Source: an optimization exercise on an open RTL-to-GDS flow (aim: small area, a short achievable clock period and few clock cycles). Production flows keep margins and buffers that such runs may drop.
At most, simulation tests tie the RTL to the original design; equivalence was not proved.
The RTL of run 2 was laid out without a check of its function.

===== flow/run.sh =====
#!/bin/bash
# Layout: the standard flow, except that the port buffers are plain
# buffers (buf_2) instead of the delay cell buffer_ports picks itself, and
# that timing repair aims for 18 ns of setup slack at the 24 ns clock, so
# that it sizes the logic for a shorter achieved period.
set -euo pipefail
export BUFFER_PORTS_ARGS="-buffer_cell sky130_fd_sc_hd__buf_2"
export SETUP_SLACK_MARGIN=18
bash standard.sh > standard.log 2>&1

===== standard.sh =====
#!/bin/bash
# synth_recipe.tcl (not shown) runs the flow's synth.tcl, then flattens the netlist and writes it again
# the make line also repeats each setting of config.mk as NAME=value (left out here)
make -C /OpenROAD-flow-scripts/flow DESIGN_CONFIG=/design/flow/config.mk WORK_HOME=/design/flow/orfs CLKGATE_MAP_FILE= SYNTH_SCRIPT=/design/flow/synth_recipe.tcl "${@:-finish}"

===== config.mk =====
export PLATFORM = sky130hd
export DESIGN_NAME = trialign_top
export DESIGN_NICKNAME = trialign_top
export VERILOG_FILES = /design/flow/design.v
export SDC_FILE = /design/flow/constraint.sdc
export NUM_CORES = 4
export LEC_CHECK = 0
export CAP_MARGIN = 40
export CORE_MARGIN = 2
export CORE_UTILIZATION = 30
export PLACE_DENSITY = 0.4
export SLEW_MARGIN = 40

===== constraint.sdc =====
create_clock -name core_clock -period 24.0 [get_ports {CLK}]
set_input_delay 4.8000 -clock core_clock [delete_from_list [all_inputs] [get_ports {CLK}]]
set_output_delay 4.8000 -clock core_clock [all_outputs]
set_load 0.01 [all_outputs]

===== design.v =====
package trialign_pkg;
  localparam int LEN_A_MAX  = 64;
  localparam int LEN_BC_MAX = 8;
  localparam int SYM_BITS     = 4;
  localparam int SCORE_BITS   = 12;
  localparam int A_ADDR_BITS  = 6;
  localparam int BC_ADDR_BITS = 3;
  localparam int LEN_A_BITS   = 7;
  localparam int LEN_BC_BITS  = 4;
  localparam int E_BITS = 6;
  localparam int E_BASE = 6;
  localparam int NCOL   = LEN_BC_MAX + 1;
endpackage
`timescale 1ns/1ns
import trialign_pkg::*;
module seq_fetch (
  input  logic                                  CLK,
  input  logic                                  load0_i,
  input  logic                                  load_i,
  input  logic [trialign_pkg::BC_ADDR_BITS-1:0] idx_i,
  input  logic [trialign_pkg::SYM_BITS-1:0]     b_sym_i,
  input  logic [trialign_pkg::SYM_BITS-1:0]     c_sym_i,
  input  logic                                  swap_i,
  output logic [trialign_pkg::LEN_BC_MAX*trialign_pkg::SYM_BITS-1:0] b_o,
  output logic [trialign_pkg::LEN_BC_MAX*trialign_pkg::SYM_BITS-1:0] c_o,
  output logic [trialign_pkg::LEN_BC_MAX*trialign_pkg::SYM_BITS-1:0] row_o
);
  logic [SYM_BITS-1:0] b_regs [LEN_BC_MAX];
  logic [SYM_BITS-1:0] c_regs [LEN_BC_MAX];
  always_ff @(posedge CLK) begin
    if (load0_i) begin
      b_regs[0] <= b_sym_i;
      c_regs[0] <= c_sym_i;
    end
    if (load_i) begin
      b_regs[idx_i] <= b_sym_i;
      c_regs[idx_i] <= c_sym_i;
    end
  end
  always_comb begin
    for (int n = 0; n < LEN_BC_MAX; n++) begin
      b_o[n*SYM_BITS +: SYM_BITS]   = b_regs[n];
      c_o[n*SYM_BITS +: SYM_BITS]   = c_regs[n];
      row_o[n*SYM_BITS +: SYM_BITS] = swap_i ? c_regs[n] : b_regs[n];
    end
  end
endmodule
`timescale 1ns/1ns
import trialign_pkg::*;
module plane_store (
  input  logic                                  CLK,
  input  logic                                  fp_i,      
  input  logic                                  fr_i,      
  input  logic                                  bl_i,      
  input  logic                                  in_i,      
  input  logic                                  ar_i,      
  input  logic [trialign_pkg::SYM_BITS-1:0]     a_i,       
  input  logic [trialign_pkg::SYM_BITS-1:0]     r_i,       
  input  logic [2:0]                            lm1_i,     
  input  logic                                  l2_i,      
  input  logic [2:0]                            lm1_nx_i,
  input  logic                                  br_i,      
  input  logic [trialign_pkg::SYM_BITS-1:0]     b_i,       
  input  logic                                  sw_i,      
  input  logic [trialign_pkg::LEN_BC_MAX*trialign_pkg::SYM_BITS-1:0] b_i_sym,
  input  logic [trialign_pkg::LEN_BC_MAX*trialign_pkg::SYM_BITS-1:0] c_i_sym,
  output logic [trialign_pkg::NCOL*trialign_pkg::E_BITS-1:0] a_out_o,   
  output logic [trialign_pkg::NCOL*trialign_pkg::E_BITS-1:0] b_out_o    
);
  typedef logic [E_BITS-1:0]   e_t;
  typedef logic [SYM_BITS-1:0] s_t;
  localparam int NB = LEN_BC_MAX - 2;    
  logic       fp   [NCOL];
  logic       fr   [NCOL+1];
  logic       bl   [NCOL+1];
  logic       in   [NCOL];
  logic       sw   [NCOL+1];
  logic       ar   [NCOL];
  s_t         as   [NCOL];
  s_t         rs   [NCOL+1];
  logic [2:0] lm1  [NCOL];
  logic       l2   [NCOL];
  logic       br   [NCOL];
  s_t         bs   [NCOL];
  logic       fp_q  [1:NCOL-1];
  logic       fr_q  [1:NCOL];
  logic       bl_q  [1:NCOL];
  logic       in_q  [1:NCOL-1];
  logic       sw_q  [1:NCOL];
  logic       ar_q  [1:NCOL-1];
  s_t         as_q  [1:NCOL-1];
  s_t         rs_q  [1:NCOL];
  logic [2:0] lm1_q [1:NCOL-1];
  logic       l2_q  [1:NCOL-1];
  logic       br_q  [1:NCOL-1];
  s_t         bs_q  [1:NCOL-1];
  logic       aca [1:NCOL-1];
  logic       rca [1:NCOL-1];
  logic       acb [1:NCOL-1];
  logic       rcb [1:NCOL-1];
  logic       aca_nx [1:NCOL-1];
  logic       rca_nx [1:NCOL-1];
  logic       acb_nx [1:NCOL-1];
  logic       rcb_nx [1:NCOL-1];
  logic [2:0] lm1_nx [NCOL];
  always_comb begin
    fp[0]  = fp_i;
    fr[0]  = fr_i;
    bl[0]  = bl_i;
    in[0]  = in_i;
    sw[0]  = sw_i;
    ar[0]  = ar_i;
    as[0]  = a_i;
    rs[0]  = r_i;
    lm1[0] = lm1_i;
    l2[0]  = l2_i;
    br[0]  = br_i;
    bs[0]  = b_i;
    lm1_nx[0] = lm1_nx_i;
    for (int k = 1; k < NCOL; k++) begin
      fp[k]  = fp_q[k];
      fr[k]  = fr_q[k];
      bl[k]  = bl_q[k];
      in[k]  = in_q[k];
      sw[k]  = sw_q[k];
      ar[k]  = ar_q[k];
      as[k]  = as_q[k];
      rs[k]  = rs_q[k];
      lm1[k] = lm1_q[k];
      l2[k]  = l2_q[k];
      br[k]  = br_q[k];
      bs[k]  = bs_q[k];
      lm1_nx[k] = lm1[k-1];
    end
    fr[NCOL] = fr_q[NCOL];
    bl[NCOL] = bl_q[NCOL];
    sw[NCOL] = sw_q[NCOL];
    rs[NCOL] = rs_q[NCOL];
    for (int k = 1; k < NCOL; k++) begin
      s_t cola, colb;
      cola = sw[k-1] ? b_i_sym[(k-1)*SYM_BITS +: SYM_BITS] : c_i_sym[(k-1)*SYM_BITS +: SYM_BITS];
      colb = sw[k]   ? b_i_sym[(k-1)*SYM_BITS +: SYM_BITS] : c_i_sym[(k-1)*SYM_BITS +: SYM_BITS];
      aca_nx[k] = (as[k-1] == cola);
      rca_nx[k] = (rs[k-1] == cola);
      acb_nx[k] = (bs[k-1] == colb);
      rcb_nx[k] = (rs[k]   == colb);
    end
  end
  always_ff @(posedge CLK) begin
    for (int s = 1; s < NCOL; s++) begin
      fp_q[s]  <= fp[s-1];
      in_q[s]  <= in[s-1];
      ar_q[s]  <= ar[s-1];
      as_q[s]  <= as[s-1];
      lm1_q[s] <= lm1[s-1];
      l2_q[s]  <= l2[s-1];
      br_q[s]  <= br[s-1];
      bs_q[s]  <= bs[s-1];
      aca[s]   <= aca_nx[s];
      rca[s]   <= rca_nx[s];
      acb[s]   <= acb_nx[s];
      rcb[s]   <= rcb_nx[s];
    end
    for (int s = 1; s <= NCOL; s++) begin
      fr_q[s] <= fr[s-1];
      bl_q[s] <= bl[s-1];
      sw_q[s] <= sw[s-1];
      rs_q[s] <= rs[s-1];
    end
  end
  e_t da1 [NCOL];           
  e_t da2 [NCOL];           
  e_t db  [NCOL][1:NB];     
  e_t rl  [NCOL];           
  e_t rl1 [NCOL];           
  e_t c0a [NCOL];           
  e_t c0b [NCOL];           
  e_t ea  [NCOL];
  e_t eb  [NCOL];
  e_t pa  [NCOL];
  e_t tap [NCOL];
  e_t ea0, eb0;
  e_t za  [NCOL];           
  e_t zb  [NCOL];           
  e_t za_q [1:NCOL-1];
  e_t zb_q [1:NCOL-1];
  always_comb begin
    za[0] = e_t'(E_BASE);
    zb[0] = e_t'(E_BASE);
    for (int k = 1; k < NCOL; k++) begin
      za[k] = za_q[k];
      zb[k] = zb_q[k];
    end
  end
  always_comb begin
    for (int k = 0; k < NCOL; k++) begin
      if (fp[k])      pa[k] = e_t'(0);
      else if (l2[k]) pa[k] = db[k][1];
      else            pa[k] = rl[k];
    end
  end
  function automatic logic egt(input e_t x, input e_t y);
    logic g;
    g = 1'b0;
    for (int b = 0; b < E_BITS; b++) g = (x[b] & ~y[b]) | ((x[b] | ~y[b]) & g);
    egt = g;
  endfunction
  function automatic e_t max3(input e_t p, input e_t rw, input e_t pp, input logic eq);
    e_t c1, m;
    c1 = pp + e_t'(1) + e_t'(eq);
    m  = egt(p, rw) ? p : rw;
    max3 = egt(c1, m) ? c1 : m;
  endfunction
  assign ea0 = max3(pa[0], fr[0] ? za[0] : da1[0],
                    fr[0] ? (fp[0] ? e_t'(0) : zb[0]) : rl1[0], ar[0]);
  assign eb0 = max3(da1[0], fr[1] ? zb[0] : db[0][1], fr[1] ? za[0] : da2[0], br[0]);
  always_ff @(posedge CLK) begin
    for (int k = 1; k < NCOL; k++) begin
      if (bl[k]) za_q[k] <= in[k] ? e_t'(E_BASE) : max3(zb[k], za[k-1], zb[k-1], aca_nx[k]);
      if (bl[k+1]) zb_q[k] <= max3(za[k], zb[k-1], za[k-1], acb_nx[k]);
    end
  end
  assign ea[0] = ea0;
  assign eb[0] = eb0;
  for (genvar k = 1; k < NCOL; k++) begin : g_col
    cell_score u_a (
      .c0_i    (c0a[k]),
      .pp_i    (fr[k] ? (fp[k] ? e_t'(0) : zb[k]) : rl1[k]),
      .np_i    (rl1[k-1]),
      .nrw_i   (fr[k] ? za[k-1] : da2[k-1]),
      .p_i     (pa[k]),
      .rw_i    (fr[k] ? za[k] : da1[k]),
      .nl_i    (da1[k-1]),
      .eq_ar_i (ar[k]),
      .eq_ac_i (aca[k]),
      .eq_rc_i (rca[k]),
      .e_o     (ea[k])
    );
    cell_score u_b (
      .c0_i    (c0b[k]),
      .pp_i    (fr[k+1] ? za[k] : da2[k]),
      .np_i    (da2[k-1]),
      .nrw_i   (fr[k+1] ? zb[k-1] : db[k-1][2]),
      .p_i     (da1[k]),
      .rw_i    (fr[k+1] ? zb[k] : db[k][1]),
      .nl_i    (db[k-1][1]),
      .eq_ar_i (br[k]),
      .eq_ac_i (acb[k]),
      .eq_rc_i (rcb[k]),
      .e_o     (eb[k])
    );
  end
  always_comb begin
    for (int k = 0; k < NCOL; k++) begin
      case (lm1_nx[k])
        3'd1:    tap[k] = db[k][1];
        3'd2:    tap[k] = db[k][2];
        3'd3:    tap[k] = db[k][3];
        3'd4:    tap[k] = db[k][4];
        3'd5:    tap[k] = db[k][5];
        default: tap[k] = db[k][6];
      endcase
    end
  end
  always_ff @(posedge CLK) begin
    for (int k = 0; k < NCOL; k++) begin
      da1[k] <= ea[k];
      da2[k] <= da1[k];
      db[k][1] <= eb[k];
      for (int m = 2; m <= NB; m++) db[k][m] <= db[k][m-1];
      rl[k]  <= tap[k];
      rl1[k] <= pa[k];
    end
    for (int k = 1; k < NCOL; k++) begin
      c0a[k] <= (fr[k-1] ? (fp[k-1] ? e_t'(0) : zb[k-1]) : rl1[k-1]) + e_t'(3)
                + e_t'(ar[k-1]) + e_t'(aca_nx[k]) + e_t'(rca_nx[k]);
      c0b[k] <= (fr[k] ? za[k-1] : da2[k-1]) + e_t'(3) + e_t'(br[k-1])
                + e_t'(acb_nx[k]) + e_t'(rcb_nx[k]);
    end
  end
  always_comb begin
    for (int k = 0; k < NCOL; k++) begin
      a_out_o[k*E_BITS +: E_BITS] = da2[k];
      b_out_o[k*E_BITS +: E_BITS] = db[k][1];
    end
  end
endmodule
`timescale 1ns/1ns
import trialign_pkg::*;
module cell_score (
  input  logic [trialign_pkg::E_BITS-1:0] c0_i,    
  input  logic [trialign_pkg::E_BITS-1:0] pp_i,    
  input  logic [trialign_pkg::E_BITS-1:0] np_i,    
  input  logic [trialign_pkg::E_BITS-1:0] nrw_i,   
  input  logic [trialign_pkg::E_BITS-1:0] p_i,     
  input  logic [trialign_pkg::E_BITS-1:0] rw_i,    
  input  logic [trialign_pkg::E_BITS-1:0] nl_i,    
  input  logic                            eq_ar_i,
  input  logic                            eq_ac_i,
  input  logic                            eq_rc_i,
  output logic [trialign_pkg::E_BITS-1:0] e_o
);
  typedef logic [E_BITS-1:0] e_t;
  function automatic logic egt(input e_t x, input e_t y);
    logic g;
    g = 1'b0;
    for (int b = 0; b < E_BITS; b++) g = (x[b] & ~y[b]) | ((x[b] | ~y[b]) & g);
    egt = g;
  endfunction
  function automatic e_t emax(input e_t x, input e_t y);
    emax = egt(x, y) ? x : y;
  endfunction
  function automatic e_t inc12(input e_t x, input logic e);
    e_t r;
    logic c;
    c = ~e;
    r[0] = x[0] ^ c;
    c = e | (x[0] & c);
    for (int b = 1; b < E_BITS; b++) begin
      r[b] = x[b] ^ c;
      c = x[b] & c;
    end
    inc12 = r;
  endfunction
  e_t c1, c2, c3;
  assign c1 = inc12(pp_i, eq_ar_i);
  assign c2 = inc12(np_i, eq_ac_i);
  assign c3 = inc12(nrw_i, eq_rc_i);
  function automatic e_t amax3(input e_t x0, input e_t x1, input e_t x2);
    logic g01, g02, g12;
    g01 = egt(x0, x1);
    g02 = egt(x0, x2);
    g12 = egt(x1, x2);
    amax3 = ((g01 & g02) ? x0 : e_t'(0)) | ((~g01 & g12) ? x1 : e_t'(0)) |
            ((~g02 & ~g12) ? x2 : e_t'(0));
  endfunction
  function automatic e_t amax4(input e_t x0, input e_t x1, input e_t x2, input e_t x3);
    logic g01, g02, g03, g12, g13, g23;
    g01 = egt(x0, x1);
    g02 = egt(x0, x2);
    g03 = egt(x0, x3);
    g12 = egt(x1, x2);
    g13 = egt(x1, x3);
    g23 = egt(x2, x3);
    amax4 = ((g01 & g02 & g03) ? x0 : e_t'(0)) | ((~g01 & g12 & g13) ? x1 : e_t'(0)) |
            ((~g02 & ~g12 & g23) ? x2 : e_t'(0)) | ((~g03 & ~g13 & ~g23) ? x3 : e_t'(0));
  endfunction
  assign e_o = emax(amax3(p_i, rw_i, nl_i), amax4(c0_i, c1, c2, c3));
endmodule
`timescale 1ns/1ns
import trialign_pkg::*;
module trialign_top (
  input  logic                                       CLK,
  input  logic                                       rst,
  input  logic                                       start_i,
  input  logic [trialign_pkg::LEN_A_BITS-1:0]         len_a_i,
  input  logic [trialign_pkg::LEN_BC_BITS-1:0]        len_b_i,
  input  logic [trialign_pkg::LEN_BC_BITS-1:0]        len_c_i,
  input  logic [trialign_pkg::SYM_BITS-1:0]           a_sym_i,
  input  logic [trialign_pkg::SYM_BITS-1:0]           b_sym_i,
  input  logic [trialign_pkg::SYM_BITS-1:0]           c_sym_i,
  input  logic                                       score_ready_i,
  output logic [trialign_pkg::A_ADDR_BITS-1:0]        a_addr_o,
  output logic [trialign_pkg::BC_ADDR_BITS-1:0]       b_addr_o,
  output logic [trialign_pkg::BC_ADDR_BITS-1:0]       c_addr_o,
  output logic                                       busy_o,
  output logic signed [trialign_pkg::SCORE_BITS-1:0]  score_o,
  output logic                                       score_valid_o
);
  localparam int W = NCOL * E_BITS;
  typedef logic [E_BITS-1:0] e_t;
  localparam logic [1:0] S_IDLE = 2'd0;
  localparam logic [1:0] S_WAIT = 2'd1;
  localparam logic [1:0] S_RUN  = 2'd2;
  localparam logic [1:0] S_HOLD = 2'd3;
  logic [1:0]             state;
  logic [2:0]             ld_cnt;
  logic                   fresh;       
  logic [LEN_A_BITS-1:0]  la_q;
  logic [LEN_BC_BITS-1:0] lb_q;
  logic [LEN_BC_BITS-1:0] lc_q;
  logic                   swap_q;
  logic [LEN_BC_BITS-1:0] lr_q;        
  logic                   lr1_q;       
  logic [LEN_BC_BITS-1:0] lp_q;        
  logic [2:0]             lm1_q;       
  logic                   l2_q;        
  logic [LEN_BC_BITS-1:0] lcol_q;      
  logic [9:0]             k_q;         
  logic [LEN_A_BITS-1:0]  pa_q;        
  logic [LEN_BC_BITS-1:0] j_q;
  logic [A_ADDR_BITS-1:0] a_addr_q;
  logic                   first_plane;
  logic                   first_row;
  logic [SYM_BITS-1:0]    a_t1;        
  logic [SYM_BITS-1:0]    a_cur;       
  logic [SYM_BITS-1:0]    b_cur;       
  logic                   eq_ar_q;
  logic                   eq_br_q;
  logic [SYM_BITS-1:0]    bs_q;        
  logic [3:0]             cap_cnt;     
  logic                   iss_d;       
  logic [LEN_BC_BITS-1:0] res_lcol;
  logic [9:0]             res_k;
  logic                   res_odd;     
  e_t                     res_e;
  logic                   pend;
  logic [LEN_BC_MAX*SYM_BITS-1:0] b_sym;
  logic [LEN_BC_MAX*SYM_BITS-1:0] c_sym;
  logic [LEN_BC_MAX*SYM_BITS-1:0] row_sym;
  logic [W-1:0] a_out, b_out;
  logic         start_ok, row_end, job_end, issue, slot_free, cap, quiet;
  logic [SYM_BITS-1:0] rs_next, rs_cur;
  e_t           cap_e, fin;
  assign start_ok  = start_i && !busy_o;
  assign row_end   = !fresh && (j_q == lp_q);
  assign job_end   = (fresh ? lr1_q : (j_q == lr_q)) && (pa_q + 7'd1 >= la_q);
  assign issue     = (state == S_RUN) && job_end;
  assign slot_free = !score_valid_o || score_ready_i;
  assign quiet     = !score_valid_o && !pend && ((ld_cnt == '0) || (ld_cnt == 3'd7));
  assign a_addr_o = a_addr_q;
  assign b_addr_o = ld_cnt;
  assign c_addr_o = ld_cnt;
  seq_fetch u_fetch (
    .CLK     (CLK),
    .load0_i (!busy_o),
    .load_i  (ld_cnt != '0),
    .idx_i   (ld_cnt),
    .b_sym_i (b_sym_i),
    .c_sym_i (c_sym_i),
    .swap_i  (swap_q),
    .b_o     (b_sym),
    .c_o     (c_sym),
    .row_o   (row_sym)
  );
  plane_store u_array (
    .CLK      (CLK),
    .fp_i     (first_plane),
    .fr_i     (first_row),
    .bl_i     (((state == S_RUN) && row_end) || start_ok),
    .in_i     (start_ok),
    .ar_i     (eq_ar_q),
    .a_i      (a_cur),
    .r_i      (rs_cur),
    .lm1_i    (lm1_q),
    .l2_i     (l2_q),
    .lm1_nx_i (lm1_q),
    .br_i     (eq_br_q),
    .b_i      (bs_q),
    .sw_i     (swap_q),
    .b_i_sym  (b_sym),
    .c_i_sym  (c_sym),
    .a_out_o  (a_out),
    .b_out_o  (b_out)
  );
  assign rs_cur  = row_sym[3'(j_q - 4'd1)*SYM_BITS +: SYM_BITS];
  assign rs_next = row_sym[(row_end ? 3'd0 : j_q[2:0])*SYM_BITS +: SYM_BITS];
  always_ff @(posedge CLK) begin
    if (start_ok) begin
      la_q   <= len_a_i;
      lb_q   <= len_b_i;
      lc_q   <= len_c_i;
      swap_q <= (len_c_i < len_b_i);
      lr1_q  <= (len_b_i == 4'd1) || (len_c_i == 4'd1);
    end
    if (fresh) begin
      lr_q   <= swap_q ? lc_q : lb_q;
      lp_q   <= (swap_q ? (lc_q < 4'd2) : (lb_q < 4'd2)) ? 4'd2 : (swap_q ? lc_q : lb_q);
      lm1_q  <= (swap_q ? (lc_q < 4'd3) : (lb_q < 4'd3)) ? 3'd0 : 3'(swap_q ? lc_q - 4'd2 : lb_q - 4'd2);
      l2_q   <= swap_q ? (lc_q < 4'd3) : (lb_q < 4'd3);
      lcol_q <= swap_q ? lb_q : lc_q;
      k_q    <= 10'd18 + {1'b0, la_q, 2'b00} + {4'b0, lb_q, 2'b00} + {4'b0, lc_q, 2'b00};
    end
    if (!busy_o) b_cur <= a_sym_i;
    eq_ar_q <= ((row_end ? a_t1 : a_cur) == rs_next);
    eq_br_q <= (b_cur == rs_cur);
    bs_q    <= b_cur;
    if (start_ok) begin
      pa_q        <= '0;
      j_q         <= 4'd1;
      first_plane <= 1'b1;
      first_row   <= 1'b1;
    end else if (state == S_RUN) begin
      if (first_row) a_t1 <= a_sym_i;
      if (row_end) begin
        j_q         <= 4'd1;
        first_row   <= 1'b1;
        pa_q        <= pa_q + 7'd2;
        first_plane <= 1'b0;
        a_cur       <= a_t1;
        b_cur       <= a_sym_i;
      end else begin
        j_q       <= j_q + 1'b1;
        first_row <= 1'b0;
      end
    end
    if (iss_d) begin
      res_lcol <= lcol_q;
      res_k    <= k_q;
      res_odd  <= la_q[0];
    end
    if (cap) res_e <= cap_e;
    if ((cap || pend) && slot_free) begin
      score_o <= SCORE_BITS'(fin) + SCORE_BITS'({fin, 1'b0}) - SCORE_BITS'(res_k);
    end
  end
  assign cap   = (cap_cnt == 4'd1);
  assign cap_e = res_odd ? b_out[res_lcol*E_BITS +: E_BITS] : a_out[res_lcol*E_BITS +: E_BITS];
  assign fin   = pend ? res_e : cap_e;
  always_ff @(posedge CLK or posedge rst) begin
    if (rst) begin
      state         <= S_IDLE;
      ld_cnt        <= '0;
      fresh         <= 1'b0;
      a_addr_q      <= '0;
      busy_o        <= 1'b0;
      score_valid_o <= 1'b0;
      pend          <= 1'b0;
      cap_cnt       <= '0;
      iss_d         <= 1'b0;
    end else begin
      fresh <= start_ok;
      if (ld_cnt != '0) ld_cnt <= ld_cnt + 1'b1;
      iss_d <= issue;
      if (iss_d) cap_cnt <= lcol_q + 4'd1;
      else if (cap_cnt != '0) cap_cnt <= cap_cnt - 1'b1;
      if ((cap || pend) && slot_free) begin
        score_valid_o <= 1'b1;
        pend          <= 1'b0;
      end else begin
        if (score_ready_i) score_valid_o <= 1'b0;
        if (cap) pend <= 1'b1;
      end
      case (state)
        S_WAIT: begin
          if ((cap_cnt == '0) && !iss_d) state <= S_RUN;
        end
        S_RUN: begin
          if (job_end) begin
            if (quiet) begin
              state  <= S_IDLE;
              busy_o <= 1'b0;
            end else begin
              state <= S_HOLD;
            end
          end
        end
        S_HOLD: begin
          if (quiet) begin
            state  <= S_IDLE;
            busy_o <= 1'b0;
          end
        end
        default: ;
      endcase
      if (issue) begin
        a_addr_q <= '0;
      end else if ((state == S_RUN) && row_end) begin
        a_addr_q <= A_ADDR_BITS'(pa_q + 7'd3);
      end else if (state == S_RUN) begin
        a_addr_q <= A_ADDR_BITS'(pa_q + 7'd2);
      end
      if (start_ok) begin
        a_addr_q <= A_ADDR_BITS'(1);
        state  <= (((cap_cnt != '0) || iss_d) && (len_a_i < 7'd8)) ? S_WAIT : S_RUN;
        busy_o <= 1'b1;
        ld_cnt <= 3'd1;
      end
    end
  end
endmodule

==> results of run 1 <==
==> synthesized netlist by cell type, drive strengths merged (43+ instances only) <==
library cell / n / area share
nand2b: 204 / 0.018
a221oi: 96 / 0.012
o22ai: 139 / 0.012
o31ai: 52 / 0.0055
a21boi: 45 / 0.0047
a21o: 63 / 0.0065
ha: 344 / 0.059
a2111oi: 55 / 0.0069
maj3: 266 / 0.037
buf: 73 / 0.0053
nand2: 555 / 0.029
and2: 51 / 0.0044
or2: 73 / 0.0063
o21ai: 344 / 0.024
xnor2: 295 / 0.036
a21oi: 403 / 0.028
nor2: 487 / 0.025
a221o: 56 / 0.0077
inv: 777 / 0.040
nor3: 141 / 0.010
nand3: 100 / 0.0069
dfxtp: 865 / 0.24
o221ai: 43 / 0.0053
mux2i: 407 / 0.057
clkbuf: 249 / 0.013
a211oi: 80 / 0.0084
mux4: 66 / 0.021
a222oi: 75 / 0.010
edfxtp: 239 / 0.099
o21a: 74 / 0.0077
nor2b: 226 / 0.020
mux2: 120 / 0.019
o211ai: 58 / 0.0060
a31oi: 67 / 0.0058
xor2: 89 / 0.011
a22oi: 105 / 0.011
==> sequential cells by signal (all words and copies together), names as in the netlist, 48 cells and up <==
| signal | count |
|---|---|
| u_array.db | 324 |
| u_array.da1 | 54 |
| u_array.da2 | 54 |
| u_array.rl1 | 54 |
| u_array.rl | 54 |
| u_array.c0a | 48 |
| u_array.c0b | 48 |
| u_array.za_q | 48 |
| u_array.zb_q | 48 |
==> cell type report <==
cell class                      instances  area, um2  area share
Multi-Input combinational cell       5797      43700       0.532
Sequential cell                      1124      25000       0.305
Clock buffer                          195       4150      0.0505
Tap cell                             3185       3990      0.0486
Inverter                              785       2950      0.0360
Timing Repair Buffer                  178       1410      0.0172
Clock inverter                         76        875      0.0107
Antenna cell                            5       12.5    0.000152
==> logic make-up (layout without fill, tap and decap cells) <==
family | Yosys count | count (layout)
simple gates | 2096 | 2096
compound gates | 2073 | 2073
flops | 1124 | 1124
buf+inv | 1107 | 1234
fa+ha+maj | 651 | 651
mux | 593 | 593
xor+xnor | 384 | 384
other cells | 0 | 5
==> stage by stage <==
stage,hold WS [ns],instance area (um2),utilization
CTS,0.325,81300,0.338
global route,0.334,82100,0.342
floorplan,0.323,72500,-
finish,0.330,82100,0.342
detailed placement,0.327,76100,0.317
global placement,0.326,76000,0.316
==> metal layers <==
layer / up-vias / global-route usage / share of wire
li1: 29400 / - / -
met1: 30300 / 0.286 / 0.46
met2: 1720 / 0.361 / 0.47
met3: 381 / 0.0244 / 0.042
met4: 2 / 0.0605 / 0.028
met5: - / 0 / 0.000048
==> worst max path at each step <==
stage | end | depth (start not counted)
floorplan | u_array.da1[3][0]$_DFF_P_ | 26
global placement | state[0]$_DFFE_PP0P_ | 9
detailed placement | u_array.da1[7][1]$_DFF_P_ | 22
CTS | b_addr_o[1] | 1
global route | b_addr_o[0] | 1
finish | c_addr_o[0] | 1
==> timing repair <==
item	in CTS	in global routing
pin swaps	1	6
setup buffers	6	30
resized for setup	27	81
gates cloned	1	4
endpoints found under the setup margin	56	72
hold buffers	0	0
==> out/metrics.sh, run 1 <==
OUTCOME='timing/DRC/antenna clean'
CP_NUM_BUF_INV=1
WORST_PATH_DOMINANT_CELL_FAMILY='flip-flops'
ROUTE.DETAILED.DRC=0
DP_HPWL_UM=207000
AREA_GROWTH_SYN_TO_LAYOUT_PCT=13.3
POSTROUTEANTENNANETS=0
SETUP.REG_TO_REG.WORST_SLACK_NS=18.22
WORSTHOLDSTART='u_array.db[38][2]$_DFF_P_'
TIMING.CRITICAL_PATH.ARRIVAL_NS=1.39
ROUTED_WIRE_LENGTH_PER_INSTANCE_UM=23.9
NNETSFINAL=8448
POST_SYNTH_INST_COUNT=8028
SYNTH_SEQUENTIAL_AREA_RATIO=0.345
GRT_START_MAX_NET_PINS=49
POSTLAYOUTSETUPSLACKWORST_NS=17.81
CTS-BUFFERS-INSERTED=146
CTS_ROOT_BUFFER='sky130_fd_sc_hd__clkbuf_16'
FIN_CRIT_SH=0.258
SETUP_TNS_NS=0
NUMBER_OF_MAX_SLEW_VIOLATIONS_IN_THE_FINAL_REPORT=0
START_UTIL=0.301
CTS_BUFFER_DEPTH=3
POST_SYNTH_NUM_CELL_TYPES=113
WORST_PATH_LARGEST_CELL_DELAY_NS=0.45
HTREE_NUM_LEVELS=4
SYNTH_ENABLE_FLOP_CELLS=239
VIA_COUNT=61800
DRT-INITIAL-DRC-COUNT=4762
GPL_WTD_CONG=0.896
FMAX_MHz=162
GRT_ANTENNA_BEFORE_REPAIR=14
WORST_SETUP_HOLD_PATH_CLK_SLEW_NS=0.06
CTS_NUM_SINKS=1124
WORST_SETUP_PATH_CLASS='flip-flop to output port'
FILLER_CELL_COUNT=24600
CP.REQUIRED_NS=19.20
SYNTHADDERAREAFRAC=0.108
UNREPAIRED_SETUP_ENDPOINTS_AFTER_GLOBAL_ROUTING='true'
CP-END-KIND='output port'
R2R.WORST_PATH.CELLS=20
POST_SYNTHESIS_SIMPLE_GATE_AREA_FRACTION=0.144
MAXCAPVIOLCOUNT=0
PATH_CELLS='buf_6'
NUMBER_OF_GLOBAL_ROUTE_VIAS_BEFORE_REPAIR=60200
SYNTHESIS.AREA_MM2=0.0724
PROPORTION_OF_REGISTER_BITS_WITH_ASYNCHRONOUS_SET_OR_RESET_AFTER_SYNTHESIS=0.0178
FINISH.CELL_COUNT_WITHOUT_FILLERS=11300
TRITONCTS='yes'
FINAL_HOLD_VIO_COUNT=0
HOLD_PATH_END='u_array.db[39][2]$_DFF_P_'
DIE_X_UM=495
PIN_COUNT=57
TOTALWIRELENGTH_UM=271000
DOMINANTREGCELLSYNTH='sky130_fd_sc_hd__dfxtp_1'
COMMONEST_NON_FILL_NON_TAP_CELLS_IN_THE_LAYOUT='848 x sky130_fd_sc_hd__dfxtp_1, 774 x sky130_fd_sc_hd__inv_1, 555 x sky130_fd_sc_hd__nand2_1'
CRITPATHLAUNCHTYPE='flip-flop'
CRITICAL_PATH.SLOWEST_CELL='sky130_fd_sc_hd__dfrtp_2'
SHARE_OF_SYNTHESIZED_AREA_SPENT_ON_MULTIPLEXERS=0.0960
SYNTH_COMPOUND_AREA_FRAC=0.201
FLOORPLAN.CORE_AREA_MM2=0.240
WORST_PIN_SLEW_NS=0.885
DRIVE_ABOVE_1_SHARE=0.105
FINAL_CRITICAL_DELAY_INCLUDING_SETUP_AND_EXTERNAL_DELAYS_NS=6.19
PLACEMENT_ROWS=180
DIE_HEIGHT_UM=495
HOLD_PATH_DEPTH=0
GRT_FIRST_PASS_WIRELENGTH_UM=400000
SYNTHXORXNORAREAFRAC=0.0464
SLEW-LIMIT-HEADROOM=0.393
SETUP_VIOL=0
DP_CELLS=11000
PORT_BUFFERS=56
CRIT_FANOUT=3
DETAILEDROUTE.FIRSTPASSITERATIONCOUNT=9
PLACEMENT.SETUP.WORST_SLACK_NS=17.53
FINCLKSKEW_NS=0.0355
MIN_PATH_TYPE='flip-flop to flip-flop'
GLOBALROUTETOTALUTIL=0.214
POSTSYNTHREGISTERBITS=1124
GRT_RESIDUAL_OVERFLOW=0
YOSYSWARNINGCOUNT=100
SYNTH_TOP_FAMILY_BY_AREA='compound AO/OA/AOI/OAI gates'
CLK-INSERTION-DELAY-LATE_NS=0.81
TIMING.CRITICAL_PATH.FROM='ld_cnt[0]$_DFFE_PP0P_'
POSTSYNTHAREAPERCELL_UM2=9.02
DIEAREA_MM2=0.245
TIMING.RR.END='u_array.da1[2][3]$_DFF_P_'
LAYOUT_COMMONEST_CELL='sky130_fd_sc_hd__dfxtp_1'
VIA_PER_INST=5.45
WORSTREG2REGSTART='u_array.fp_q[2]$_DFF_P_'
SYNTH_FP_NETS=8444
Testbench counts, summed over its fixed seeds: cycles 11,251.
==> run 2: changes to the inputs <==
--- a/design.v
+++ b/design.v
@@ -326,26 +326,7 @@
   assign c1 = inc12(pp_i, eq_ar_i);
   assign c2 = inc12(np_i, eq_ac_i);
   assign c3 = inc12(nrw_i, eq_rc_i);
-  function automatic e_t amax3(input e_t x0, input e_t x1, input e_t x2);
-    logic g01, g02, g12;
-    g01 = egt(x0, x1);
-    g02 = egt(x0, x2);
-    g12 = egt(x1, x2);
-    amax3 = ((g01 & g02) ? x0 : e_t'(0)) | ((~g01 & g12) ? x1 : e_t'(0)) |
-            ((~g02 & ~g12) ? x2 : e_t'(0));
-  endfunction
-  function automatic e_t amax4(input e_t x0, input e_t x1, input e_t x2, input e_t x3);
-    logic g01, g02, g03, g12, g13, g23;
-    g01 = egt(x0, x1);
-    g02 = egt(x0, x2);
-    g03 = egt(x0, x3);
-    g12 = egt(x1, x2);
-    g13 = egt(x1, x3);
-    g23 = egt(x2, x3);
-    amax4 = ((g01 & g02 & g03) ? x0 : e_t'(0)) | ((~g01 & g12 & g13) ? x1 : e_t'(0)) |
-            ((~g02 & ~g12 & g23) ? x2 : e_t'(0)) | ((~g03 & ~g13 & ~g23) ? x3 : e_t'(0));
-  endfunction
-  assign e_o = emax(amax3(p_i, rw_i, nl_i), amax4(c0_i, c1, c2, c3));
+  assign e_o = emax(emax(emax(p_i, rw_i), nl_i), emax(emax(c0_i, c1), emax(c2, c3)));
 endmodule
 `timescale 1ns/1ns
 import trialign_pkg::*;
==> run 2 against run 1 <==
  * Flip-flop and latch count is the same
  * Synthesized cell count shrank 4.1%
  * Die area shrank 3.1%
  * Sequential share of layout area grew 0.81 points
  * Critical path depth is the same
  * Cell count shrank 3.7%
  * Fmax grew 0.35%
  * Register-to-register slack lost 0.02 ns
  * Hold slack lost 0.0056 ns
  * Critical path type unchanged
  * Critical endpoint is now c_addr_o[1]
  * Highest routed layer unchanged
==> out/metrics.sh, run 2 <==
LARGEST_REGISTER_FF_COUNT=324
ROUTED_WIRE_LENGTH_PER_INSTANCE_UM=22.1
FINISH.CELL_COUNT_WITHOUT_FILLERS=10900
POSTROUTEANTENNANETS=0
SETUP_TNS_NS=0
FIN_CRIT_SH=0.257
WORST_PATH_LARGEST_CELL_DELAY_NS=0.44
POST_SYNTHESIS_SIMPLE_GATE_AREA_FRACTION=0.134
SEQCELLAREA_MM2=0.0250
GLOBALROUTETOTALUTIL=0.197
SYNTH_TOP_FAMILY_BY_AREA='compound AO/OA/AOI/OAI gates'
PIN_COUNT=57
OUTCOME='timing/DRC/antenna clean'
GRT_START_MAX_NET_PINS=46
ROUTE.DETAILED.DRC=0
POST_SYNTH_NUM_CELL_TYPES=112
TRITONCTS='yes'
LAYOUT_COMMONEST_CELL='sky130_fd_sc_hd__dfxtp_1'
MAXCAPVIOLCOUNT=0
GRT_FIRST_PASS_WIRELENGTH_UM=358000
HOLD_PATH_END='u_array.db[22][2]$_DFF_P_'
WORST_PIN_SLEW_NS=0.876
VIA_PER_INST=5.23
DP_HPWL_UM=185000
TIMING.CRITICAL_PATH.ARRIVAL_NS=1.37
PATH_CELLS='buf_6'
SYNTHESIS.AREA_MM2=0.0702
WORSTREG2REGSTART='u_array.za_q[3][1]$_SDFFCE_PP1P_'
START_UTIL=0.302
COMMONEST_NON_FILL_NON_TAP_CELLS_IN_THE_LAYOUT='847 x sky130_fd_sc_hd__dfxtp_1, 698 x sky130_fd_sc_hd__inv_1, 564 x sky130_fd_sc_hd__nor2_1'
TOTALWIRELENGTH_UM=242000
WORST_SETUP_PATH_CLASS='flip-flop to output port'
SYNTH.MOST_COMMON_CELL='sky130_fd_sc_hd__dfxtp_1'
CRITPATHLAUNCHTYPE='flip-flop'
DOMINANTREGCELLSYNTH='sky130_fd_sc_hd__dfxtp_1'
SLEW-LIMIT-HEADROOM=0.399
POST_SYNTH_INST_COUNT=7699
YOSYSWARNINGCOUNT=100
POSTSYNTHREGISTERBITS=1124
POST_ROUTE_CELL_AREA_MM2=0.0800
CRIT_FANOUT=3
DP_CELLS=10600
DIE_HEIGHT_UM=488
CTS_NUM_SINKS=1124
DIEAREA_MM2=0.238
LARGEST_REGISTER_BY_FLOP_COUNT='u_array.db'
SYNTHXORXNORAREAFRAC=0.0497
FLOORPLAN.CORE_AREA_MM2=0.233
FINCLKSKEW_NS=0.0393
HOLD_PATH_DEPTH=0
SYNTH_COMPOUND_AREA_FRAC=0.176
UNREPAIRED_SETUP_ENDPOINTS_AFTER_GLOBAL_ROUTING='true'
DRIVE_ABOVE_1_SHARE=0.122
FILLER_CELL_COUNT=23900
SYNTH_FP_NETS=8119
SETUP.REG_TO_REG.WORST_SLACK_NS=18.20
SYNTH_TOP_CELL_BY_AREA='sky130_fd_sc_hd__dfxtp_1'
FINAL_HOLD_VIO_COUNT=0
PLACEDINSTANCEAREA_MM2=0.0738
HTREE_NUM_LEVELS=4
FINAL_CRITICAL_DELAY_INCLUDING_SETUP_AND_EXTERNAL_DELAYS_NS=6.17
TOP_POST_SYNTHESIS_CELLS_BY_COUNT='865 x sky130_fd_sc_hd__dfxtp_1, 701 x sky130_fd_sc_hd__inv_1, 570 x sky130_fd_sc_hd__nor2_1'
WORST_SETUP_HOLD_PATH_CLK_SLEW_NS=0.06
MULTI_INPUT_COMB_AREA_MM2=0.0423
SYNTH_ENABLE_FLOP_CELLS=239
CTS_ROOT_BUFFER='sky130_fd_sc_hd__clkbuf_16'
NUMBER_OF_GLOBAL_ROUTE_VIAS_BEFORE_REPAIR=55900
CTS.HOLD.BUFFERS_ADDED=0
AREA_GROWTH_SYN_TO_LAYOUT_PCT=13.9
DIE_X_UM=488
PROPORTION_OF_REGISTER_BITS_WITH_ASYNCHRONOUS_SET_OR_RESET_AFTER_SYNTHESIS=0.0178
VIA_COUNT=57200
GRT_ANTENNA_BEFORE_REPAIR=11
CTS-BUFFERS-INSERTED=143
WORSTHOLDSTART='u_array.db[21][2]$_DFF_P_'
R2R.WORST_PATH.CELLS=21
PLACEMENT_ROWS=177
POSTSYNTHAREAPERCELL_UM2=9.12
SETUP_VIOL=0
CLK-INSERTION-DELAY-LATE_NS=0.81
SYNTH.TOP_CELLS.BY_AREA='sky130_fd_sc_hd__dfxtp_1 25%, sky130_fd_sc_hd__edfxtp_1 10%, sky130_fd_sc_hd__mux2i_1 7.6%, sky130_fd_sc_hd__ha_1 6.2%, sky130_fd_sc_hd__xnor2_1 3.8%'
NNETSFINAL=8190
CP.REQUIRED_NS=19.20
PORT_BUFFERS=56
SYNTHADDERAREAFRAC=0.106
CRITICAL_PATH.SLOWEST_CELL='sky130_fd_sc_hd__dfrtp_2'
GRT_RESIDUAL_OVERFLOW=0
CP-END-KIND='output port'
NETLIST.AREA_LEADER.SHARE=0.247
SHARE_OF_SYNTHESIZED_AREA_SPENT_ON_MULTIPLEXERS=0.124
DETAILEDROUTE.FIRSTPASSITERATIONCOUNT=8
TIMING.RR.END='u_array.db[18][0]$_DFF_P_'
CP_NUM_BUF_INV=1
CTS_BUFFER_DEPTH=3
MIN_PATH_TYPE='flip-flop to flip-flop'
FMAX_MHz=162
NUMBER_OF_MAX_SLEW_VIOLATIONS_IN_THE_FINAL_REPORT=0
DRT-INITIAL-DRC-COUNT=3532
WORST_PATH_DOMINANT_CELL_FAMILY='flip-flops'
SYNTH_SEQUENTIAL_AREA_RATIO=0.356
GPL_WTD_CONG=0.857
==> run 2: changes by cell type after synthesis, sizes merged, moves of 56 or more <==
cell,before,now
a21oi,403,475
nand2b,204,130
inv,777,701
o21ai,344,412
a221oi,96,40
nor2b,226,162
a222oi,75,11
mux2i,407,541
nor2,487,572
==> run 2: final cells by class <==
type	instances	area share
diodes	2	0.0000626
clock buffers	208	0.0517
clock inverters	50	0.00582
inverters	706	0.0332
multi-input cells	5602	0.529
flip-flops and latches	1124	0.313
well taps	3043	0.0476
repair buffers	193	0.0191
==> run 2: repair_timing <==
item,4_1_cts,5_1_grt
gates resized for setup,57,147
setup endpoints to repair,77,99
pin swaps,2,27
gates cloned,0,5
setup buffers,13,47
==> run 2: metrics by stage <==
step	util	hold WS [ns]	worst slack (ns)
2_1_floorplan	-	0.323	18.01
3_3_place_gp	0.317	0.327	17.68
3_5_place_dp	0.317	0.328	17.59
4_1_cts	0.339	0.324	17.77
5_1_grt	0.344	0.338	17.77
6_report	0.344	0.325	17.83
==> run 2: layer usage <==
layer,track usage,vias up,share of wire
met5,0,-,0.000054
met4,0.0554,2,0.027
met3,0.0235,319,0.035
met2,0.336,1131,0.48
met1,0.260,27800,0.46
li1,-,27900,-
==> run 2: worst max-delay path by stage <==
stage	end	startpoint	cells past startpoint
floorplan	u_array.da1[6][2]$_DFF_P_	u_array.fr_q[6]$_DFF_P_	24
global placement	busy_o$_DFFE_PP0P_	start_i	8
finish	c_addr_o[1]	ld_cnt[1]$_DFFE_PP0P_	1
CTS	b_addr_o[1]	ld_cnt[1]$_DFFE_PP0P_	1
detailed placement	busy_o$_DFFE_PP0P_	start_i	8
global route	c_addr_o[1]	ld_cnt[1]$_DFFE_PP0P_	1
==> run 2: cells by family (layout without fill, tap and decap cells) <==
family / after synthesis / count (layout)
mux: 775 / 775
compound gates: 1858 / 1858
fa+ha+maj: 613 / 613
other cells: 0 / 2
buf+inv: 973 / 1157
flops: 1124 / 1124
simple gates: 1958 / 1958
xor+xnor: 398 / 398
==> run 3: changes to the inputs <==
--- a/design.v
+++ b/design.v
@@ -395,7 +395,7 @@
   e_t           cap_e, fin;
   assign start_ok  = start_i && !busy_o;
   assign row_end   = !fresh && (j_q == lp_q);
-  assign job_end   = (fresh ? lr1_q : (j_q == lr_q)) && (pa_q + 7'd1 >= la_q);
+  assign job_end   = (fresh ? lr1_q : (j_q >= lr_q)) && (pa_q + 7'd1 >= la_q);
   assign issue     = (state == S_RUN) && job_end;
   assign slot_free = !score_valid_o || score_ready_i;
   assign quiet     = !score_valid_o && !pend && ((ld_cnt == '0) || (ld_cnt == 3'd7));
@@ -442,7 +442,7 @@
       lb_q   <= len_b_i;
       lc_q   <= len_c_i;
       swap_q <= (len_c_i < len_b_i);
-      lr1_q  <= (len_b_i == 4'd1) || (len_c_i == 4'd1);
+      lr1_q  <= (len_b_i <= 4'd1) || (len_c_i <= 4'd1);
     end
     if (fresh) begin
       lr_q   <= swap_q ? lc_q : lb_q;
@@ -503,7 +503,7 @@
       fresh <= start_ok;
       if (ld_cnt != '0) ld_cnt <= ld_cnt + 1'b1;
       iss_d <= issue;
-      if (iss_d) cap_cnt <= lcol_q + 4'd1;
+      if (iss_d) cap_cnt <= lcol_q[3] ? 4'd9 : lcol_q + 4'd1;
       else if (cap_cnt != '0) cap_cnt <= cap_cnt - 1'b1;
       if ((cap || pend) && slot_free) begin
         score_valid_o <= 1'b1;
--- a/config.mk
+++ b/config.mk
@@ -8,5 +8,6 @@
 export CAP_MARGIN = 40
 export CORE_MARGIN = 2
 export CORE_UTILIZATION = 30
+export CTS_BUF_LIST = sky130_fd_sc_hd__clkbuf_4
 export PLACE_DENSITY = 0.4
 export SLEW_MARGIN = 40
==> run 3 against run 2 <==
  * First-iteration DRC count down 15%
  * Die area down 3.8%
  * Wire length down 4.7%
  * Non-clock buffer count up 61
  * Cell count down 0.38%
  * Fmax down 8.2%
  * Critical path type unchanged
  * Critical endpoint unchanged
==> out/metrics.sh, run 3 <==
DP_HPWL_UM=174000
WORST_SETUP_PATH_CLASS='flip-flop to output port'
FINAL_CRITICAL_DELAY_INCLUDING_SETUP_AND_EXTERNAL_DELAYS_NS=6.72
GPL_WTD_CONG=0.835
FMAX_MHz=149
START_UTIL=0.301
TIMING.RR.END='u_array.db[48][1]$_DFF_P_'
NUMBER_OF_GLOBAL_ROUTE_VIAS_BEFORE_REPAIR=54300
DRT-INITIAL-DRC-COUNT=2988
CTS_BUFFER_DEPTH=4
DIE_HEIGHT_UM=478
DIE_X_UM=478
CLK-INSERTION-DELAY-LATE_NS=1.35
GRT_FIRST_PASS_WIRELENGTH_UM=342000
UNREPAIRED_SETUP_ENDPOINTS_AFTER_GLOBAL_ROUTING='true'
FLOORPLAN.CORE_AREA_MM2=0.224
POSTROUTEANTENNANETS=0
POSTSYNTHREGISTERBITS=1124
CP.REQUIRED_NS=19.20
PATH_CELLS='buf_6'
DIEAREA_MM2=0.229
WORSTREG2REGSTART='u_array.zb_q[7][0]$_DFFE_PP_'
WORSTHOLDSTART='u_array.db[49][0]$_DFF_P_'
AREA_GROWTH_SYN_TO_LAYOUT_PCT=15.5
HOLD_PATH_DEPTH=0
FILLER_CELL_COUNT=23200
PORT_BUFFERS=56
MAXCAPVIOLCOUNT=0
OUTCOME='timing/DRC/antenna clean'
CTS.HOLD.BUFFERS_ADDED=0
GRT_START_MAX_NET_PINS=57
CP-END-KIND='output port'
PIN_COUNT=57
NUMBER_OF_MAX_SLEW_VIOLATIONS_IN_THE_FINAL_REPORT=0
SYNTH.TOP_CELLS.BY_AREA='sky130_fd_sc_hd__dfxtp_1 26%, sky130_fd_sc_hd__edfxtp_1 11%, sky130_fd_sc_hd__mux2i_1 8.9%, sky130_fd_sc_hd__ha_1 6.5%, sky130_fd_sc_hd__maj3_1 4.3%'
VIA_COUNT=54800
FIN_CRIT_SH=0.280
LARGEST_REGISTER_BY_FLOP_COUNT='u_array.db'
DRIVE_ABOVE_1_SHARE=0.172
WORST_PIN_SLEW_NS=0.939
SETUP_VIOL=0
POST_SYNTH_NUM_CELL_TYPES=101
TOTALWIRELENGTH_UM=230000
MIN_PATH_TYPE='flip-flop to flip-flop'
SLEW-LIMIT-HEADROOM=0.374
VIA_PER_INST=5.03
SYNTHESIS.AREA_MM2=0.0675
ROUTED_WIRE_LENGTH_PER_INSTANCE_UM=21.1
GLOBALROUTETOTALUTIL=0.195
POST_SYNTH_INST_COUNT=7273
COMMONEST_NON_FILL_NON_TAP_CELLS_IN_THE_LAYOUT='839 x sky130_fd_sc_hd__dfxtp_1, 679 x sky130_fd_sc_hd__inv_1, 550 x sky130_fd_sc_hd__nor2_1'
SETUP_TNS_NS=0
TRITONCTS='yes'
FINCLKSKEW_NS=0.147
SYNTH_FP_NETS=7695
FINAL_HOLD_VIO_COUNT=0
LARGEST_REGISTER_FF_COUNT=324
CTS_NUM_SINKS=1124
CRIT_FANOUT=3
WORST_SETUP_HOLD_PATH_CLK_SLEW_NS=0.08
TIMING.CRITICAL_PATH.ARRIVAL_NS=1.92
WORST_PATH_DOMINANT_CELL_FAMILY='flip-flops'
SETUP.REG_TO_REG.WORST_SLACK_NS=18.13
R2R.WORST_PATH.CELLS=23
HTREE_NUM_LEVELS=5
CTS_ROOT_BUFFER='sky130_fd_sc_hd__clkbuf_4'
WORST_PATH_LARGEST_CELL_DELAY_NS=0.45
DOMINANTREGCELLSYNTH='sky130_fd_sc_hd__dfxtp_1'
LAYOUT.CORE_UTILIZATION=0.348
PROPORTION_OF_REGISTER_BITS_WITH_ASYNCHRONOUS_SET_OR_RESET_AFTER_SYNTHESIS=0.0178
CP_NUM_BUF_INV=1
LAYOUT_COMMONEST_CELL='sky130_fd_sc_hd__dfxtp_1'
POSTSYNTHAREAPERCELL_UM2=9.28
ROUTE.DETAILED.DRC=0
CRITICAL_PATH.SLOWEST_CELL='sky130_fd_sc_hd__dfrtp_2'
NETLIST.AREA_LEADER.SHARE=0.256
CTS-BUFFERS-INSERTED=347
NNETSFINAL=8046
YOSYSWARNINGCOUNT=100
SYNTH_ENABLE_FLOP_CELLS=239
GRT_RESIDUAL_OVERFLOW=0
SYNTH_SEQUENTIAL_AREA_RATIO=0.370
TOP_POST_SYNTHESIS_CELLS_BY_COUNT='865 x sky130_fd_sc_hd__dfxtp_1, 683 x sky130_fd_sc_hd__inv_1, 597 x sky130_fd_sc_hd__mux2i_1'
SYNTH.MOST_COMMON_CELL='sky130_fd_sc_hd__dfxtp_1'
GRT_ANTENNA_BEFORE_REPAIR=6
HOLD_PATH_END='u_array.db[50][0]$_DFF_P_'
PLACEMENT_ROWS=174
SYNTH_TOP_CELL_BY_AREA='sky130_fd_sc_hd__dfxtp_1'
CRITPATHLAUNCHTYPE='flip-flop'
DETAILEDROUTE.FIRSTPASSITERATIONCOUNT=5
==> run 3: changes by cell type after synthesis, sizes merged, moves of 20 or more <==
cell	previous run	this run
xor2	93	73
a22oi	71	48
nand3	134	96
maj3	224	297
a31oi	64	42
o211ai	70	25
or2	68	40
o21ai	412	378
a211oi	54	32
nand2	506	469
nor3	132	111
mux2i	541	599
==> run 3: per-stage QoR <==
stage	hold slack, ns	worst slack [ns]	cell area (um2)	instances
2_1_floorplan	0.323	17.94	67700	7273
4_1_cts	0.292	17.09	76400	10800
3_5_place_dp	0.331	17.29	71200	10100
6_report	0.285	17.28	78000	10900
3_3_place_gp	0.327	16.91	71100	10100
5_1_grt	0.296	17.09	78000	10900
==> run 3: final cells by class <==
| cell class | count | area [um2] | area share |
|---|---|---|---|
| repair buffers | 254 | 2050 | 0.0263 |
| clock buffers | 496 | 3720 | 0.0477 |
| multi-input cells | 5211 | 40300 | 0.517 |
| flip-flops and latches | 1124 | 25100 | 0.321 |
| diodes | 13 | 32.5 | 0.000417 |
| well taps | 2992 | 3740 | 0.0480 |
| inverters | 686 | 2590 | 0.0332 |
| clock inverters | 111 | 458 | 0.00587 |
==> run 3: what timing repair did <==
| item | CTS | global route |
|---|---|---|
| gates resized for setup | 127 | 215 |
| buffers inserted | 50 | 69 |
| cloned | 4 | 2 |
| pin swaps | 16 | 63 |
| setup endpoints to repair | 90 | 90 |
==> run 3: cells by family (layout without fill, tap and decap cells) <==
group / count (synthesis) / in the layout / share of synthesized area
XOR/XNOR: 364 / 364 / 0.0472
buffers and inverters: 938 / 1547 / 0.0537
flip-flops: 1124 / 1124 / 0.370
AND/OR/NAND/NOR: 1764 / 1764 / 0.124
AO/OA/AOI/OAI: 1564 / 1564 / 0.147
multiplexers: 831 / 831 / 0.137
other: 0 / 13 / 0
adder cells (fa/ha/maj): 688 / 688 / 0.121
==> run 3: worst max-delay path by stage <==
stage | start | to | cells after the start
after floorplan | u_array.fr_q[8]$_DFF_P_ | u_array.da1[8][3]$_DFF_P_ | 26
after global placement | u_array.fr_q[4]$_DFF_P_ | u_array.db[18][3]$_DFF_P_ | 23
after detailed placement | u_array.fr_q[4]$_DFF_P_ | u_array.db[18][3]$_DFF_P_ | 23
after CTS | ld_cnt[1]$_DFFE_PP0P_ | b_addr_o[1] | 1
after global routing | ld_cnt[1]$_DFFE_PP0P_ | b_addr_o[1] | 1
final | ld_cnt[1]$_DFFE_PP0P_ | c_addr_o[1] | 1
==> run 3: per-layer routing <==
metal	vias up	track usage	share of wire
met3	381	0.0270	0.034
met4	0	0.0599	0.028
met2	1155	0.338	0.49
met1	26400	0.249	0.45
met5	-	0	0
li1	26900	-	-
Testbench counts of run 3, summed over its fixed seeds: cycles 11,251.
==> run 4: changes to the inputs <==
--- a/config.mk
+++ b/config.mk
@@ -8,6 +8,7 @@
 export CAP_MARGIN = 40
 export CORE_MARGIN = 2
 export CORE_UTILIZATION = 30
-export CTS_BUF_LIST = sky130_fd_sc_hd__clkbuf_4
+export CTS_CLUSTER_DIAMETER = 100
+export CTS_CLUSTER_SIZE = 25
 export PLACE_DENSITY = 0.4
 export SLEW_MARGIN = 40
==> run 4 against run 3 <==
  * Still clean
  * Sequential share of layout area up 0.70 points
  * Synthesized area unchanged
==> out/metrics.sh, run 4 <==
SYNTH_ENABLE_FLOP_CELLS=239
LARGEST_REGISTER_FF_COUNT=324
TOTALWIRELENGTH_UM=227000
NNETSFINAL=7785
TOP_POST_SYNTHESIS_CELLS_BY_COUNT='865 x sky130_fd_sc_hd__dfxtp_1, 683 x sky130_fd_sc_hd__inv_1, 597 x sky130_fd_sc_hd__mux2i_1'
FINAL_HOLD_VIO_COUNT=0
FLOORPLAN.CORE_AREA_MM2=0.224
GRT_START_MAX_NET_PINS=57
GPL_WTD_CONG=0.835
SYNTHESIS.AREA_MM2=0.0675
YOSYSWARNINGCOUNT=100
SETUP.REG_TO_REG.WORST_SLACK_NS=18.13
DIE_HEIGHT_UM=478
FINAL_CRITICAL_DELAY_INCLUDING_SETUP_AND_EXTERNAL_DELAYS_NS=6.13
CP.REQUIRED_NS=19.20
WORSTHOLDSTART='u_array.db[8][4]$_DFF_P_'
LAYOUT.CORE_UTILIZATION=0.341
MIN_PATH_TYPE='flip-flop to flip-flop'
WORST_SETUP_PATH_CLASS='flip-flop to output port'
SYNTH.TOP_CELLS.BY_AREA='sky130_fd_sc_hd__dfxtp_1 26%, sky130_fd_sc_hd__edfxtp_1 11%, sky130_fd_sc_hd__mux2i_1 8.9%, sky130_fd_sc_hd__ha_1 6.5%, sky130_fd_sc_hd__maj3_1 4.3%'
DP_HPWL_UM=174000
GRT_ANTENNA_BEFORE_REPAIR=6
POSTSYNTHAREAPERCELL_UM2=9.28
WORST_SETUP_HOLD_PATH_CLK_SLEW_NS=0.11
LAYOUT_COMMONEST_CELL='sky130_fd_sc_hd__dfxtp_1'
PIN_COUNT=57
PORT_BUFFERS=56
SYNTH.MOST_COMMON_CELL='sky130_fd_sc_hd__dfxtp_1'
WORSTREG2REGSTART='u_array.fr_q[2]$_DFF_P_'
SYNTH_FP_NETS=7695
SYNTH_SEQUENTIAL_AREA_RATIO=0.370
DETAILEDROUTE.FIRSTPASSITERATIONCOUNT=5
GRT_FIRST_PASS_WIRELENGTH_UM=335000
POSTROUTEANTENNANETS=0
CP_NUM_BUF_INV=1
SETUP_TNS_NS=0
DRIVE_ABOVE_1_SHARE=0.128
FMAX_MHz=163
OUTCOME='timing/DRC/antenna clean'
PROPORTION_OF_REGISTER_BITS_WITH_ASYNCHRONOUS_SET_OR_RESET_AFTER_SYNTHESIS=0.0178
POST_ROUTE_CELL_AREA_MM2=0.0764
GLOBALROUTETOTALUTIL=0.191
SYNTH_TOP_CELL_BY_AREA='sky130_fd_sc_hd__dfxtp_1'
TRITONCTS='yes'
TIMING.CRITICAL_PATH.ARRIVAL_NS=1.33
COMMONEST_NON_FILL_NON_TAP_CELLS_IN_THE_LAYOUT='839 x sky130_fd_sc_hd__dfxtp_1, 680 x sky130_fd_sc_hd__inv_1, 550 x sky130_fd_sc_hd__nor2_1'
CP-END-KIND='output port'
WORST_PATH_DOMINANT_CELL_FAMILY='flip-flops'
DOMINANTREGCELLSYNTH='sky130_fd_sc_hd__dfxtp_1'
PLACEMENT_ROWS=174
NUMBER_OF_MAX_SLEW_VIOLATIONS_IN_THE_FINAL_REPORT=0
UNREPAIRED_SETUP_ENDPOINTS_AFTER_GLOBAL_ROUTING='true'
LARGEST_REGISTER_BY_FLOP_COUNT='u_array.db'
POSTSYNTHREGISTERBITS=1124
PLACEDINSTANCEAREA_MM2=0.0712
CTS_NUM_SINKS=1124
CLK-INSERTION-DELAY-LATE_NS=0.73
NETLIST.AREA_LEADER.SHARE=0.256
PLACEMENT.SETUP.WORST_SLACK_NS=17.29
WORST_PIN_SLEW_NS=0.949
NUMBER_OF_GLOBAL_ROUTE_VIAS_BEFORE_REPAIR=51700
CRIT_FANOUT=3
GRT_RESIDUAL_OVERFLOW=0
WORST_PATH_LARGEST_CELL_DELAY_NS=0.46
HTREE_NUM_LEVELS=3
MAXCAPVIOLCOUNT=0
DIEAREA_MM2=0.229
ROUTE.DETAILED.DRC=0
DIE_X_UM=478
SETUP_VIOL=0
SLEW-LIMIT-HEADROOM=0.367
VIA_COUNT=52800
FIN_CRIT_SH=0.255
CRITPATHLAUNCHTYPE='flip-flop'
START_UTIL=0.301
POST_SYNTH_INST_COUNT=7273
CTS_BUFFER_DEPTH=3
AREA_GROWTH_SYN_TO_LAYOUT_PCT=13.1
DRT-INITIAL-DRC-COUNT=3034
CTS-BUFFERS-INSERTED=69
CRITICAL_PATH.SLOWEST_CELL='sky130_fd_sc_hd__dfrtp_2'
TIMING.CRITICAL_PATH.FROM='ld_cnt[1]$_DFFE_PP0P_'
FINCLKSKEW_NS=0.0461
POSTLAYOUTSETUPSLACKWORST_NS=17.87
CTS_ROOT_BUFFER='sky130_fd_sc_hd__clkbuf_16'
VIA_PER_INST=5.07
POST_SYNTH_NUM_CELL_TYPES=101
ROUTED_WIRE_LENGTH_PER_INSTANCE_UM=21.8
PATH_CELLS='buf_6'
==> run 4: cell count changes in the layout (fill, tap and decap cells not counted), moves of 8 or more <==
cell                        previous run  this run
sky130_fd_sc_hd__clkbuf_4            496         2
sky130_fd_sc_hd__clkinv_1             81         3
sky130_fd_sc_hd__clkbuf_16             2        77
sky130_fd_sc_hd__clkinv_2             26         1
sky130_fd_sc_hd__buf_4               179       193
sky130_fd_sc_hd__clkbuf_1              0        11
sky130_fd_sc_hd__inv_12                1         9
==> run 4: metrics by stage <==
step           hold WS [ns]  instances
2_1_floorplan         0.323       7273
3_3_place_gp          0.327      10100
3_5_place_dp          0.331      10100
4_1_cts               0.336      10300
5_1_grt               0.327      10400
6_report              0.335      10400
==> run 4: final timing paths <==
path,end,cells past startpoint
max in group asynchronous,busy_o$_DFFE_PP0P_,2
worst max register to register,u_array.db[6][4]$_DFF_P_,23
worst max-delay path,c_addr_o[1],1
worst min-delay path,u_array.db[9][4]$_DFF_P_,0
worst min register to register,u_array.db[9][4]$_DFF_P_,0
min in group asynchronous,score_valid_o$_DFFE_PP0P_,2
==> run 4: timing repair <==
| action | CTS | global route |
|---|---|---|
| gates cloned | 3 | 5 |
| resized for setup | 114 | 224 |
| hold buffers | 0 | 0 |
| endpoints found under the setup margin | 90 | 92 |
| pin swaps | 15 | 59 |
| buffers inserted | 48 | 86 |
==> run 4: cell type report <==
cell class / instances / area (um2)
fillers: 23000 / 148000
inverters: 686 / 2590
clock inverters: 39 / 589
diodes: 6 / 15.0
multi-input cells: 5211 / 40300
well taps: 2992 / 3740
clock buffers: 85 / 1860
repair buffers: 271 / 2220
flip-flops and latches: 1124 / 25100
==> run 4: cells by family (layout without fill, tap and decap cells) <==
| kind of cell | count (synthesis) | in the layout | share of synthesized area |
|---|---|---|---|
| adders and majority gates | 688 | 688 | 0.121 |
| muxes | 831 | 831 | 0.137 |
| DFF | 1124 | 1124 | 0.370 |
| AOI/OAI and AO/OA | 1564 | 1564 | 0.147 |
| other | 0 | 6 | 0 |
| and+or+nand+nor | 1764 | 1764 | 0.124 |
| buffers and inverters | 938 | 1081 | 0.0537 |
| xor gates and xnor gates | 364 | 364 | 0.0472 |
==> run 4: routing by layer <==
layer,vias to the layer above,routed length [um],track usage
met5,-,0,0
met1,25700,104000,0.252
li1,26100,-,-
met4,0,4970,0.0384
met3,203,6320,0.0169
met2,862,112000,0.337

==> what the ideal ports hide <==
The results above use ideal ports. As a check the final layouts listed here were re-extracted and re-timed, cells and wires unchanged. Step 1: set_driving_cell puts a clkbuf_16 on CLK and a buf_2 on each other input, an assumption about the parent block. Step 2, shift: input delay + t, output delay - t, t = (earliest + latest rising clock arrival at the registers) / 2. This alone moves slack from input paths to output paths. Slacks: no drivers / after step 1 / after step 2; pairs: no drivers / after step 1.
| run | t, ns | setup WS [ns] | worst setup path after step 2 | worst data-port slew with drivers (ns) |
|---|---|---|---|---|
| run 1 | 0.881 | 17.814 / 17.725 / 17.666 | input to register | 0.09 |
| run 2 | 0.873 | 17.835 / 17.747 / 17.632 | input to register | 0.08 |
| run 3 | 1.349 | 17.282 / 17.203 / 17.441 | input to register | 0.07 |
| run 4 | 0.799 | 17.872 / 17.785 / 17.402 | input to register | 0.06 |
After both steps every run listed still meets setup and hold. The setup slack of run 4, which loses most, moves by -0.087 ns with the drivers and by -0.470 ns with both steps.
